Background: an optimization exercise with open tools, aiming at small area, a short achievable clock period and few clock cycles per item. Do not read the settings as production practice.
The RTL was checked by simulation tests, not by an equivalence proof against the original design.

## cedar
## aes256_ctr_mode
module aes256_ctr_mode (
  input  logic         clk,
  input  logic         rst,
  input  logic [31:0]  config_register,
  output logic [31:0]  status_register,
  input  logic [255:0] input_key,
  input  logic [127:0] input_iv,
  output logic         s_axis_tready,
  input  logic         s_axis_tvalid,
  input  logic         s_axis_tlast,
  input  logic [127:0] s_axis_tdata,
  input  logic         m_axis_tready,
  output logic         m_axis_tvalid,
  output logic         m_axis_tlast,
  output logic [127:0] m_axis_tdata
);
  function automatic logic [11:0] sbox_a(input logic [7:0] x);
    logic U0, U1, U2, U3, U4, U5, U6, U7;
    logic T1, T2, T3, T4, T5, T6, T7, T8, T9, T10, T11, T12, T13, T14, T15, T16, T17, T18;
    logic T19, T20, T21, T22, T23, T24, T25, T26, T27;
    logic M1, M2, M3, M4, M5, M6, M7, M8, M9, M10, M11, M12, M13, M14, M15, M16, M17, M18;
    logic M19, M20, M21, M22, M23;
    {U0, U1, U2, U3, U4, U5, U6, U7} = x;
    T1 = U0 ^ U3;   T2 = U0 ^ U5;   T3 = U0 ^ U6;   T4 = U3 ^ U5;
    T5 = U4 ^ U6;   T6 = T1 ^ T5;   T7 = U1 ^ U2;   T8 = U7 ^ T6;
    T9 = U7 ^ T7;   T10 = T6 ^ T7;  T11 = U1 ^ U5;  T12 = U2 ^ U5;
    T13 = T3 ^ T4;  T14 = T6 ^ T11; T15 = T5 ^ T11; T16 = T5 ^ T12;
    T17 = T9 ^ T16; T18 = U3 ^ U7;  T19 = T7 ^ T18; T20 = T1 ^ T19;
    T21 = U6 ^ U7;  T22 = T7 ^ T21; T23 = T2 ^ T22; T24 = T2 ^ T10;
    T25 = T20 ^ T17; T26 = T3 ^ T16; T27 = T1 ^ T12;
    M1 = T13 & T6;  M2 = T23 & T8;  M3 = T14 ^ M1;  M4 = T19 & U7;
    M5 = M4 ^ M1;   M6 = T3 & T16;  M7 = T22 & T9;  M8 = T26 ^ M6;
    M9 = T20 & T17; M10 = M9 ^ M6;  M11 = T1 & T15; M12 = T4 & T27;
    M13 = M12 ^ M11; M14 = T2 & T10; M15 = M14 ^ M11; M16 = M3 ^ M2;
    M17 = M5 ^ T24; M18 = M8 ^ M7;  M19 = M10 ^ M15; M20 = M16 ^ M13;
    M21 = M17 ^ M15; M22 = M18 ^ M13; M23 = M19 ^ T25;
    sbox_a = {T1, T2, T3, T6, T8, T9, T15, T19, M20, M21, M22, M23};
  endfunction
  function automatic logic [7:0] sbox_b(input logic [11:0] h);
    logic U7;
  ...
clock: 11.0 ns
lec_check: 0
cap_margin: 20
cell_pad_in_sites_detail_placement: 1
cell_pad_in_sites_global_placement: 1
core_margin: 2
core_utilization: 35
cts_cluster_diameter: 100
cts_cluster_size: 30
place_density: 0.6
slew_margin: 20
standard.sh (not shown) runs the stock make flow with config.mk's settings and CLKGATE_MAP_FILE= SYNTH_SCRIPT=/design/flow/synth_recipe.tcl, a recipe that flattens the netlist after the stock synthesis.
==> flow/flow/run.sh <==
#!/bin/bash
# The standard layout (the standard flow's config.mk and SDC, ORFS's steps and scripts), with two changes:
#  - synthesis maps the logic with flow/abc.script, a shorter ABC script than ORFS's speed
#    script (one choice computation and one mapping pass, then ORFS's usual buffering and
#    sizing). Everything else in synthesis, including the flip-flop mapping, is unchanged.
#  - the port buffers that ORFS puts on every input and output are buf_2 cells instead of the
#    resizer's default choice (a slow delay buffer).
# The make output goes to standard_flow.log; ORFS's per-step logs are under orfs/logs/.
set -euo pipefail
here=$(pwd)
rm -rf "$here/scripts"
cp -r "$FLOW_HOME/scripts" "$here/scripts"
cp "$here/flow/abc.script" "$here/scripts/abc_speed.script"
bash standard.sh finish SCRIPTS_DIR="$here/scripts" \
  "BUFFER_PORTS_ARGS=-buffer_cell sky130_fd_sc_hd__buf_2" \
  > "$here/standard_flow.log" 2>&1
==> flow/flow/abc.script <==
&get -n
&st
&dch
&nf
&put
buffer -c
topo
stime -c
upsize -c
dnsize -c
cedar finished every step from synthesis to the final layout, and the layout passed the timing, DRC and antenna checks.
Testbench counts of cedar, summed over its fixed seeds: cycles 19,511, items 2,583.
Here is what was changed in the inputs of nickel compared with cedar.
- CORE_UTILIZATION changed from 35 to 45
- CTS_CLUSTER_DIAMETER changed from 100 to 60
- PLACE_DENSITY changed from 0.6 to 0.62
- CTS_CLUSTER_SIZE changed from 30 to 20
--- a/flow/flow/run.sh
+++ b/flow/flow/run.sh
@@ -2 +2 @@
-# The standard layout (the standard flow's config.mk and SDC, ORFS's steps and scripts), with two changes:
+# The standard layout (the standard flow's config.mk and SDC, ORFS's steps and scripts), with three changes:
@@ -7,0 +8,2 @@
+#  - ORFS's repair_timing steps aim for 7.0 ns of setup slack (SETUP_SLACK_MARGIN) instead of
+#    0, so they size and buffer the paths longer than 4.0 ns. The SDC is the standard flow's, unchanged.
@@ -15 +17 @@
-  "BUFFER_PORTS_ARGS=-buffer_cell sky130_fd_sc_hd__buf_2" \
+  "BUFFER_PORTS_ARGS=-buffer_cell sky130_fd_sc_hd__buf_2" SETUP_SLACK_MARGIN=7.0 \
Notes after the runs:
- Diff nickel..cedar | basic-gate share of the synthesized area counting and, or, nand and nor cells | unchanged
- Total die area shrinks by more than 10% when moving from cedar to nickel.
- As of nickel, number of antenna violations at the first check in global routing had fallen by a few percent compared to cedar.
- As of nickel, final standard cell count with taps included and fillers excluded had fallen by a few percent compared to cedar.
- nickel ended up with a lower fraction of area in registers than cedar did.
- Compared with cedar, nickel shows relative slew slack lower by 15 points.
- Against cedar as the reference, nickel delivers a higher met2 usage in global routing.
- Global-route usage | nickel above cedar
- Diff cedar -> nickel: fmax up 0.038 GHz, count of clock-buffer cells in the layout up 84.


pepper:
aes256_ctr_mode, a different RTL version from the one above (not shown whole).
Size in the first run: roughly 11000 cells after synthesis, about 1600 flip-flops, ~710 I/O pins.
Settings: LEC_CHECK=0, CAP_MARGIN=20, CELL_PAD_IN_SITES_DETAIL_PLACEMENT=1, CELL_PAD_IN_SITES_GLOBAL_PLACEMENT=1, CORE_MARGIN=2, CORE_UTILIZATION=45, CTS_CLUSTER_DIAMETER=80, CTS_CLUSTER_SIZE=30, PLACE_DENSITY=0.62, SLEW_MARGIN=20; clock period 11.0 ns.
==> flow/flow/run.sh <==
#!/bin/bash
# The standard layout (the standard flow's config.mk and SDC, ORFS's steps and scripts), with three changes:
#  - synthesis maps the logic with flow/abc.script, a shorter ABC script than ORFS's speed
#    script (one choice computation and one mapping pass, then ORFS's usual buffering and
#    sizing). Everything else in synthesis, including the flip-flop mapping, is unchanged.
#  - the port buffers that ORFS puts on every input and output are buf_2 cells instead of the
#    resizer's default choice (a slow delay buffer).
#  - ORFS's repair_timing steps aim for 7.3 ns of setup slack (SETUP_SLACK_MARGIN) instead of
#    0, so they size and buffer the paths longer than 3.7 ns. The SDC is the standard flow's, unchanged.
# The make output goes to standard_flow.log; ORFS's per-step logs are under orfs/logs/.
set -euo pipefail
here=$(pwd)
rm -rf "$here/scripts"
cp -r "$FLOW_HOME/scripts" "$here/scripts"
cp "$here/flow/abc.script" "$here/scripts/abc_speed.script"
bash standard.sh finish SCRIPTS_DIR="$here/scripts" \
  "BUFFER_PORTS_ARGS=-buffer_cell sky130_fd_sc_hd__buf_2" SETUP_SLACK_MARGIN=7.3 \
  > "$here/standard_flow.log" 2>&1
Scripts as last shown in full above: flow/flow/abc.script
Testbench counts of pepper, summed over its fixed seeds: cycles 18,975, items 2,583.
Edits applied to the flow inputs when going from pepper to garnet:
# pepper
export LEC_CHECK = 0
export CAP_MARGIN = 20
export CELL_PAD_IN_SITES_DETAIL_PLACEMENT = 1
export CELL_PAD_IN_SITES_GLOBAL_PLACEMENT = 1
export CORE_MARGIN = 2
export CORE_UTILIZATION = 45
export CTS_CLUSTER_DIAMETER = 80
export CTS_CLUSTER_SIZE = 30
export PLACE_DENSITY = 0.62
export SLEW_MARGIN = 20
create_clock -name core_clock -period 11.0 [get_ports {clk}]
# garnet
export LEC_CHECK = 0
export CAP_MARGIN = 20
export CELL_PAD_IN_SITES_DETAIL_PLACEMENT = 1
export CELL_PAD_IN_SITES_GLOBAL_PLACEMENT = 1
export CORE_MARGIN = 2
export CORE_UTILIZATION = 45
export CTS_CLUSTER_DIAMETER = 60
export CTS_CLUSTER_SIZE = 20
export PLACE_DENSITY = 0.62
export SLEW_MARGIN = 20
create_clock -name core_clock -period 11.0 [get_ports {clk}]
--- a/flow/flow/run.sh
+++ b/flow/flow/run.sh
@@ -3,3 +3,3 @@
 #  - synthesis maps the logic with flow/abc.script, a shorter ABC script than ORFS's speed
-#    script (one choice computation and one mapping pass, then ORFS's usual buffering and
+#    script (one choice computation and one mapping pass with extra area recovery, then ORFS's usual buffering and
 #    sizing). Everything else in synthesis, including the flip-flop mapping, is unchanged.
--- a/flow/flow/abc.script
+++ b/flow/flow/abc.script
@@ -3,3 +3,3 @@
 &dch
-&nf
+&nf -R 1000
 &put
==> comparison <==
A worst setup path startpoint of ctr[3] is what garnet shows, while m_axis_tdata[127] belongs to pepper. On number of buffers added for setup after CTS, the lower figure sits with pepper, not garnet. Going from pepper to garnet, the die area was shrunk. The layout clock buffer count in garnet is 1.5 times that in pepper.
Here is what was changed in the inputs of tundra compared with garnet.
# garnet
export LEC_CHECK = 0
export CAP_MARGIN = 20
export CELL_PAD_IN_SITES_DETAIL_PLACEMENT = 1
export CELL_PAD_IN_SITES_GLOBAL_PLACEMENT = 1
export CORE_MARGIN = 2
export CORE_UTILIZATION = 45
export CTS_CLUSTER_DIAMETER = 60
export CTS_CLUSTER_SIZE = 20
export PLACE_DENSITY = 0.62
export SLEW_MARGIN = 20
create_clock -name core_clock -period 11.0 [get_ports {clk}]
# tundra
export LEC_CHECK = 0
export CAP_MARGIN = 20
export CELL_PAD_IN_SITES_DETAIL_PLACEMENT = 1
export CELL_PAD_IN_SITES_GLOBAL_PLACEMENT = 1
export CORE_MARGIN = 2
export CORE_UTILIZATION = 55
export CTS_CLUSTER_DIAMETER = 60
export CTS_CLUSTER_SIZE = 20
export PLACE_DENSITY = 0.7
export SLEW_MARGIN = 20
create_clock -name core_clock -period 11.0 [get_ports {clk}]
--- a/flow/flow/run.sh
+++ b/flow/flow/run.sh
@@ -3,3 +3,3 @@
 #  - synthesis maps the logic with flow/abc.script, a shorter ABC script than ORFS's speed
-#    script (one choice computation and one mapping pass with extra area recovery, then ORFS's usual buffering and
+#    script (one choice computation and one mapping pass, then ORFS's usual buffering and
 #    sizing). Everything else in synthesis, including the flip-flop mapping, is unchanged.
--- a/flow/flow/abc.script
+++ b/flow/flow/abc.script
@@ -3,3 +3,3 @@
 &dch
-&nf -R 1000
+&nf
 &put
## What came out
- Each of the runs, namely tundra and garnet, reached the end of the flow and came out clean.
- [compare] base=garnet new=tundra: clock transition at the register clock pins on the worst setup and hold paths after CTS stayed essentially flat; clock network area share fell by 0.23 points; area of the die fell by 14%.
#### Input delta (yarrow over tundra)
# tundra
export LEC_CHECK = 0
export CAP_MARGIN = 20
export CELL_PAD_IN_SITES_DETAIL_PLACEMENT = 1
export CELL_PAD_IN_SITES_GLOBAL_PLACEMENT = 1
export CORE_MARGIN = 2
export CORE_UTILIZATION = 55
export CTS_CLUSTER_DIAMETER = 60
export CTS_CLUSTER_SIZE = 20
export PLACE_DENSITY = 0.7
export SLEW_MARGIN = 20
create_clock -name core_clock -period 11.0 [get_ports {clk}]
# yarrow
export LEC_CHECK = 0
export CAP_MARGIN = 20
export CELL_PAD_IN_SITES_DETAIL_PLACEMENT = 1
export CELL_PAD_IN_SITES_GLOBAL_PLACEMENT = 1
export CORE_MARGIN = 2
export CORE_UTILIZATION = 45
export CTS_CLUSTER_DIAMETER = 60
export CTS_CLUSTER_SIZE = 20
export PLACE_DENSITY = 0.62
export SLEW_MARGIN = 20
create_clock -name core_clock -period 11.0 [get_ports {clk}]
--- outcome ---
- Standard-cell row count went up by more than 10% going from tundra to yarrow.
- STATUS wire length reported by the detailed router: yarrow wins against tundra
- Cell count after synthesis came out exactly the same in yarrow and tundra.
- Higher worst hold slack among yarrow and tundra: tundra
- NOTE maximum number of pins on one net before global-route repair tundra->yarrow increased by more than a quarter
- Cmp yarrow and tundra / number of cell instances on the worst register-to-register path / lower: yarrow
- Relative to tundra, filler cell count increased by about 25% in yarrow.
- tundra → yarrow: sequential share of layout area barely changed, wire length on met3 lower.
The inputs of xenon differ from those of yarrow as listed below.
# yarrow
export LEC_CHECK = 0
export CAP_MARGIN = 20
export CELL_PAD_IN_SITES_DETAIL_PLACEMENT = 1
export CELL_PAD_IN_SITES_GLOBAL_PLACEMENT = 1
export CORE_MARGIN = 2
export CORE_UTILIZATION = 45
export CTS_CLUSTER_DIAMETER = 60
export CTS_CLUSTER_SIZE = 20
export PLACE_DENSITY = 0.62
export SLEW_MARGIN = 20
create_clock -name core_clock -period 11.0 [get_ports {clk}]
# xenon
export LEC_CHECK = 0
export CAP_MARGIN = 20
export CELL_PAD_IN_SITES_DETAIL_PLACEMENT = 1
export CELL_PAD_IN_SITES_GLOBAL_PLACEMENT = 1
export CORE_MARGIN = 2
export CORE_UTILIZATION = 45
export CTS_CLUSTER_DIAMETER = 70
export CTS_CLUSTER_SIZE = 25
export PLACE_DENSITY = 0.62
export SLEW_MARGIN = 20
create_clock -name core_clock -period 11.0 [get_ports {clk}]
--- a/flow/flow/run.sh
+++ b/flow/flow/run.sh
@@ -7,4 +7,4 @@
 #    resizer's default choice (a slow delay buffer).
-#  - ORFS's repair_timing steps aim for 7.3 ns of setup slack (SETUP_SLACK_MARGIN) instead of
-#    0, so they size and buffer the paths longer than 3.7 ns. The SDC is the standard flow's, unchanged.
+#  - ORFS's repair_timing steps aim for 7.2 ns of setup slack (SETUP_SLACK_MARGIN) instead of
+#    0, so they size and buffer the paths longer than 3.8 ns. The SDC is the standard flow's, unchanged.
 # The make output goes to standard_flow.log; ORFS's per-step logs are under orfs/logs/.
@@ -16,3 +16,3 @@
 bash standard.sh finish SCRIPTS_DIR="$here/scripts" \
-  "BUFFER_PORTS_ARGS=-buffer_cell sky130_fd_sc_hd__buf_2" SETUP_SLACK_MARGIN=7.3 \
+  "BUFFER_PORTS_ARGS=-buffer_cell sky130_fd_sc_hd__buf_2" SETUP_SLACK_MARGIN=7.2 \
   > "$here/standard_flow.log" 2>&1
--- outcome ---
- Reported for yarrow and xenon, final-report setup violation count turned out identical to the last digit.
- Cell area: xenon better than yarrow
- Number of failing hold endpoints at the final stage came out exactly the same in yarrow and xenon.
- The lower cell count came out of xenon.
- The via count of the first global-routing pass of xenon is lower than that of yarrow.
- Data arrival at the endpoint of the critical path up 2850 ps in xenon wrt yarrow
- The stage delay of the slowest cell on the critical path in xenon was higher than what yarrow gave.

==> separate check: timing with driven ports <==
How much do the figures lean on ideal ports? The routed layouts below were timed once more, with nothing changed but the port constraints.
Step 1 (the two cells are an assumption about what drives the block):
set clk [get_ports {clk}]
set_driving_cell -lib_cell sky130_fd_sc_hd__clkbuf_16 $clk
set_driving_cell -lib_cell sky130_fd_sc_hd__buf_2 [delete_from_list [all_inputs] $clk]
Step 2 moves the port delays by t, midway between the first and last clock arrival at a register: inputs arrive t later, outputs are due t later. That takes back most of the time a late clock gives input paths.
Three values: ideal ports, drivers, drivers and shift; two values: the first two.
run	shift t [ns]	slack for setup (ns)	worst setup path after step 2	latest minus earliest clock arrival (ns)
cedar	1.003	6.318 / 6.399 / 5.396	input to register	0.098 / 0.098
nickel	0.948	7.026 / 7.084 / 6.170	input to register	0.046 / 0.047
pepper	0.927	7.230 / 7.140 / 6.436	input to register	0.064 / 0.064
garnet	0.942	5.648 / 5.648 / 5.648	register to register	0.049 / 0.049
tundra	0.957	7.168 / 7.126 / 6.420	input to register	0.055 / 0.055
yarrow	0.945	7.213 / 7.102 / 6.647	input to register	0.069 / 0.069
xenon	0.908	7.197 / 7.145 / 6.499	input to register	0.058 / 0.059
After both steps setup and hold are still met in every run listed. For cedar, which loses most, drivers alone change the setup slack by +0.081 ns; drivers and shift together by -0.922 ns.
